From an optimization exercise on the open Yosys and OpenROAD flow, aimed at small area, a short achievable clock period and few clock cycles; shortcuts taken in it are not production practice.
In this exercise RTL edits were held to simulation tests only and were not proved equivalent to the original.

## rc_channel_conditioner
module rc_channel_conditioner (
  input  wire                                   clk_i,
  input  wire                                   rst_ni,
  input  wire                                   cfg_valid_i,
  output logic                                  cfg_ready_o,
  input  wire  [rcc_pkg::CFG_INDEX_BITS-1:0]    cfg_index_i,
  input  wire  [rcc_pkg::CFG_DATA_BITS-1:0]     cfg_data_i,
  input  wire                                   in_valid_i,
  output logic                                  in_ready_o,
  input  wire  [rcc_pkg::CH_BITS-1:0]           channel_index_i,
  input  wire  [rcc_pkg::SAMPLE_BITS-1:0]       raw_value_i,
  input  wire                                   fail_safe_i,
  output logic                                  out_valid_o,
  input  wire                                   out_ready_i,
  output logic signed [rcc_pkg::VALUE_BITS-1:0] conditioned_value_o,
  output logic                                  rising_edge_o,
  output logic                                  falling_edge_o,
  output logic                                  zero_span_o
);
  logic [3:0][10:0] lo_q, hi_q;
  logic [3:0]       inv_q;
  logic [15:0]      sl_q, sh_q;
  logic [10:0]      tl_q, th_q;
  assign cfg_ready_o = 1'b1;
  always_ff @(posedge clk_i or negedge rst_ni) begin
    if (!rst_ni) begin
      lo_q  <= '0;
      hi_q  <= '1;
      inv_q <= '0;
      sl_q  <= SCALE_LOW_RST;
      sh_q  <= SCALE_HIGH_RST;
      tl_q  <= THR_LOW_RST;
      th_q  <= THR_HIGH_RST;
    end else if (cfg_valid_i) begin
      case (cfg_index_i)
        3'd0: lo_q  <= cfg_data_i;
        3'd1: hi_q  <= cfg_data_i;
        3'd2: inv_q <= cfg_data_i[3:0];
  ...
make LEC_CHECK=0 CAP_MARGIN=20 CORE_MARGIN=2 CORE_UTILIZATION=35 SETUP_SLACK_MARGIN=5 SLEW_MARGIN=20 finish   # period 11.0 ns
run.sh (not shown) runs the stock make flow with config.mk's settings and CLKGATE_MAP_FILE= SYNTH_SCRIPT=/design/flow/synth_recipe.tcl, a recipe that flattens the netlist after the stock synthesis.
The first run completed with no timing, DRC or antenna violations.
Testbench counts at the start, summed over its fixed seeds: cycles 13,734.
Rerun with:
--- a/flow/config.mk
+++ b/flow/config.mk
@@ -9,4 +9,3 @@
 export CORE_MARGIN = 2
 export CORE_UTILIZATION = 35
-export SETUP_SLACK_MARGIN = 5
 export SLEW_MARGIN = 20
Outcome: Cell count decreases by 0.48%; synthesized cell count is unchanged; worst setup slack got worse by 0.57 ns.


Another version of the RTL of rc_channel_conditioner (not shown whole).
For scale: roughly 2500 cells after synthesis, roughly 340 flip-flops, roughly 24000 sq um of cells after synthesis.
==> flow/config.mk <==
export PLATFORM = sky130hd
export DESIGN_NAME = rc_channel_conditioner
export DESIGN_NICKNAME = rc_channel_conditioner
export VERILOG_FILES = /design/flow/design.v
export SDC_FILE = /design/flow/constraint.sdc
export NUM_CORES = 4
export LEC_CHECK = 0
export CAP_MARGIN = 20
export CORE_MARGIN = 2
export CORE_UTILIZATION = 35
export SETUP_SLACK_MARGIN = 5
export SLEW_MARGIN = 20
==> flow/constraint.sdc <==
create_clock -name core_clock -period 11.0 [get_ports {clk_i}]
set_input_delay 2.2000 -clock core_clock [delete_from_list [all_inputs] [get_ports {clk_i}]]
set_output_delay 2.2000 -clock core_clock [all_outputs]
set_load 0.01 [all_outputs]
The baseline finished with timing, DRC and antenna clean.
Testbench counts at the start, summed over its fixed seeds: cycles 12,326.
Edit:
CORE_UTILIZATION = 60   (was 35)
=> Cell count goes down by about 12%. Cell area goes down by 1.9%. Sequential share of layout area goes up by 0.64 points. Count of clock-buffer cells in the layout goes down by 10.
Edit:
==> flow/flow/run.sh (new file) <==
#!/bin/bash
# The standard layout (standard.sh), with the input and output port
# buffers made of sky130_fd_sc_hd__buf_1 cells instead of the delay buffers
# the placer picks by default. Every port still gets its buffer.
set -euo pipefail
export BUFFER_PORTS_ARGS="-buffer_cell sky130_fd_sc_hd__buf_1"
bash standard.sh > standard.log 2>&1
==> flow/standard.sh (new file) <==
#!/bin/bash
# synth_recipe.tcl (not shown) runs the flow's synth.tcl, then flattens the netlist and writes it again
# the make line also repeats each setting of config.mk as NAME=value (left out here)
make -C /OpenROAD-flow-scripts/flow DESIGN_CONFIG=/design/flow/config.mk WORK_HOME=/design/flow/orfs CLKGATE_MAP_FILE= SYNTH_SCRIPT=/design/flow/synth_recipe.tcl "${@:-finish}"
CORE_UTILIZATION = 35   (was 60)
removed: flow/run.sh
=> Synthesized cell count is unchanged. Design area barely changes. Count of clock-buffer cells in the layout went up by 5. Routed wire length went up by 2.0%. Critical path depth went up by 2. Worst setup slack improved by 0.015 ns.
Edit:
CTS_CLUSTER_DIAMETER = 60   (was unset)
CTS_CLUSTER_SIZE = 30   (was unset)
Effect: The changed run finished clean; register-to-register slack is worse by 0.02 ns; wire length went down by 0.99%; sequential share of layout area went up by 0.48 points; setup slack is better by 0.051 ns; global-route usage went down by 0.25 points; area after synthesis stays the same; via count went down by 0.56%.


rc_channel_conditioner, a different RTL version from the one above (not shown whole).
Size: ~2400 cells after synthesis, about 320 flip-flops, roughly 90 I/O pins, ~24000 um2 of cells after synthesis.
==> flow/config.mk <==
export PLATFORM = sky130hd
export DESIGN_NAME = rc_channel_conditioner
export DESIGN_NICKNAME = rc_channel_conditioner
export VERILOG_FILES = /design/flow/design.v
export SDC_FILE = /design/flow/constraint.sdc
export NUM_CORES = 4
export LEC_CHECK = 0
export CAP_MARGIN = 20
export CORE_MARGIN = 2
export CORE_UTILIZATION = 35
export SETUP_SLACK_MARGIN = 5
export SLEW_MARGIN = 20
==> flow/constraint.sdc <==
create_clock -name core_clock -period 11.0 [get_ports {clk_i}]
set_input_delay 2.2000 -clock core_clock [delete_from_list [all_inputs] [get_ports {clk_i}]]
set_output_delay 2.2000 -clock core_clock [all_outputs]
set_load 0.01 [all_outputs]
standard.sh (not shown) runs the stock make flow with config.mk's settings and CLKGATE_MAP_FILE= SYNTH_SCRIPT=/design/flow/synth_recipe.tcl, a recipe that flattens the netlist after the stock synthesis.
==> flow/flow/run.sh <==
#!/bin/bash
# The standard layout (standard.sh) with two changes to how it is built:
#  - the input and output port buffers are sky130_fd_sc_hd__buf_1 cells
#    instead of the delay buffers the placer picks by default (every port
#    still gets its buffer);
#  - clock tree synthesis builds the tree of sky130_fd_sc_hd__clkbuf_8 cells,
#    clusters up to 20 sinks within 50 um per buffer and adds no dummy loads.
set -euo pipefail
export BUFFER_PORTS_ARGS="-buffer_cell sky130_fd_sc_hd__buf_1"
export CTS_ARGS="-sink_clustering_enable -repair_clock_nets -sink_clustering_size 20 -sink_clustering_max_diameter 50 -dont_use_dummy_load -buf_list sky130_fd_sc_hd__clkbuf_8"
bash standard.sh > standard.log 2>&1
Testbench counts at the start, summed over its fixed seeds: cycles 12,326.
Rerun with:
==> flow/flow/run.sh (replaced) <==
#!/bin/bash
# The standard layout (standard.sh) with two changes to how it is built:
#  - the input and output port buffers are sky130_fd_sc_hd__buf_1 cells
#    instead of the delay buffers the placer picks by default (every port
#    still gets its buffer);
#  - clock tree synthesis clusters up to 30 sinks within 60 um per buffer and
#    adds no dummy loads.
set -euo pipefail
export BUFFER_PORTS_ARGS="-buffer_cell sky130_fd_sc_hd__buf_1"
export CTS_ARGS="-sink_clustering_enable -repair_clock_nets -sink_clustering_size 30 -sink_clustering_max_diameter 60 -dont_use_dummy_load"
bash standard.sh > standard.log 2>&1
CTS_CLUSTER_DIAMETER = 60   (was not set)
CTS_CLUSTER_SIZE = 30   (was not set)
After rerunning: Via count decreases slightly. Utilization goes up by 0.32 points. Cell area grows slightly. Hold slack loses 13 ps. Clock-buffer cell count drops by 10.
Rerun with:
==> flow/flow/run.sh (replaced) <==
#!/bin/bash
# The standard layout (standard.sh), with the input and output port
# buffers made of sky130_fd_sc_hd__buf_1 cells instead of the delay buffers
# the placer picks by default. Every port still gets its buffer.
set -euo pipefail
export BUFFER_PORTS_ARGS="-buffer_cell sky130_fd_sc_hd__buf_1"
bash standard.sh > standard.log 2>&1
- area after synthesis stays the same
- final cell count rises by about 0.8%
- core utilization rises by 0.72 points
- setup slack is better by 30 ps
- die area stays the same


rc_channel_conditioner, a different RTL version from the one above (not shown whole).
For scale: ~2300 cells after synthesis, about 300 flip-flops.
==> flow/config.mk <==
export PLATFORM = sky130hd
export DESIGN_NAME = rc_channel_conditioner
export DESIGN_NICKNAME = rc_channel_conditioner
export VERILOG_FILES = /design/flow/design.v
export SDC_FILE = /design/flow/constraint.sdc
export NUM_CORES = 4
export LEC_CHECK = 0
export CAP_MARGIN = 20
export CORE_MARGIN = 2
export CORE_UTILIZATION = 35
export SETUP_SLACK_MARGIN = 5
export SLEW_MARGIN = 20
==> flow/constraint.sdc <==
create_clock -name core_clock -period 11.0 [get_ports {clk_i}]
set_input_delay 2.2000 -clock core_clock [delete_from_list [all_inputs] [get_ports {clk_i}]]
set_output_delay 2.2000 -clock core_clock [all_outputs]
set_load 0.01 [all_outputs]
run.sh (not shown) runs the stock make flow with config.mk's settings and CLKGATE_MAP_FILE= SYNTH_SCRIPT=/design/flow/synth_recipe.tcl, a recipe that flattens the netlist after the stock synthesis.
Stock flow here: none of the scripts above is used.
Testbench counts at the start, summed over its fixed seeds: cycles 12,326.
Rerun with:
==> flow/flow/run.sh (new file) <==
#!/bin/bash
# The standard layout (standard.sh), with the input and output port
# buffers made of sky130_fd_sc_hd__buf_1 cells instead of the delay buffers
# the placer picks by default. Every port still gets its buffer.
set -euo pipefail
export BUFFER_PORTS_ARGS="-buffer_cell sky130_fd_sc_hd__buf_1"
bash standard.sh > standard.log 2>&1
==> flow/standard.sh (new file) <==
#!/bin/bash
# synth_recipe.tcl (not shown) runs the flow's synth.tcl, then flattens the netlist and writes it again
# the make line also repeats each setting of config.mk as NAME=value (left out here)
make -C /OpenROAD-flow-scripts/flow DESIGN_CONFIG=/design/flow/config.mk WORK_HOME=/design/flow/orfs CLKGATE_MAP_FILE= SYNTH_SCRIPT=/design/flow/synth_recipe.tcl "${@:-finish}"
removed: flow/run.sh
=> Sequential share of layout area went up by 0.57 points. Non-clock buffer count went up by 13. Routed wire length went up by 0.70%. Utilization went down by 0.75 points. Die area does not change.
Rerun with:
--- a/flow/config.mk
+++ b/flow/config.mk
@@ -10,2 +10,4 @@
 export CORE_UTILIZATION = 35
+export CTS_CLUSTER_DIAMETER = 60
+export CTS_CLUSTER_SIZE = 30
 export SETUP_SLACK_MARGIN = 5
The changed run went through all stages and came out clean.
Fmax rises by 0.36%.
Worst hold slack gains 0.0062 ns.
Clock-buffer cell count goes down by 19.

[what the ideal ports hide]
The flow's constraints put no driver on any port. The routed layouts listed below were extracted and timed again, unchanged, in two steps.
Step 1 (the two cells are an assumption about what drives the block):
set clk [get_ports {clk_i}]
set_driving_cell -lib_cell sky130_fd_sc_hd__clkbuf_16 $clk
set_driving_cell -lib_cell sky130_fd_sc_hd__buf_2 [delete_from_list [all_inputs] $clk]
Step 2 also shifts input and output timing later by t, the mid clock arrival at the registers, as if the neighbouring blocks saw the same clock.
Slacks: ideal / step 1 / step 2; pairs: ideal / step 1.
run | t, ns | setup slack, ns | clock arrival spread, ns | pins driven straight from the clock port
the first run of note 1 | 0.607 | 5.336 / 5.336 / 5.191 | 0.016 / 0.017 | 1
the second run of note 1 | 0.605 | 4.770 / 4.770 / 4.770 | 0.015 / 0.015 | 1
the first run of note 2 | 0.615 | 5.188 / 5.127 / 4.570 | 0.023 / 0.023 | 1
the second run of note 2 | 0.617 | 5.192 / 5.230 / 4.613 | 0.024 / 0.024 | 1
the third run of note 2 | 0.609 | 5.207 / 5.183 / 4.626 | 0.020 / 0.020 | 1
the fourth run of note 2 | 0.639 | 5.258 / 5.206 / 4.696 | 0.034 / 0.035 | 1
the first run of note 3 | 0.647 | 5.163 / 5.191 / 4.544 | 0.084 / 0.084 | 1
the second run of note 3 | 0.636 | 5.216 / 5.244 / 4.608 | 0.074 / 0.074 | 1
the third run of note 3 | 0.657 | 5.246 / 5.274 / 4.617 | 0.042 / 0.042 | 1
the first run of note 4 | 0.601 | 4.902 / 4.902 / 4.552 | 0.031 / 0.031 | 1
the second run of note 4 | 0.602 | 5.043 / 5.043 / 4.491 | 0.032 / 0.032 | 1
the third run of note 4 | 0.625 | 5.064 / 5.078 / 4.453 | 0.033 / 0.033 | 1
After both steps setup and hold are still met in every run listed. The setup slack of the third run of note 3, which loses most, moves by +0.028 ns with the drivers and by -0.629 ns with both steps.
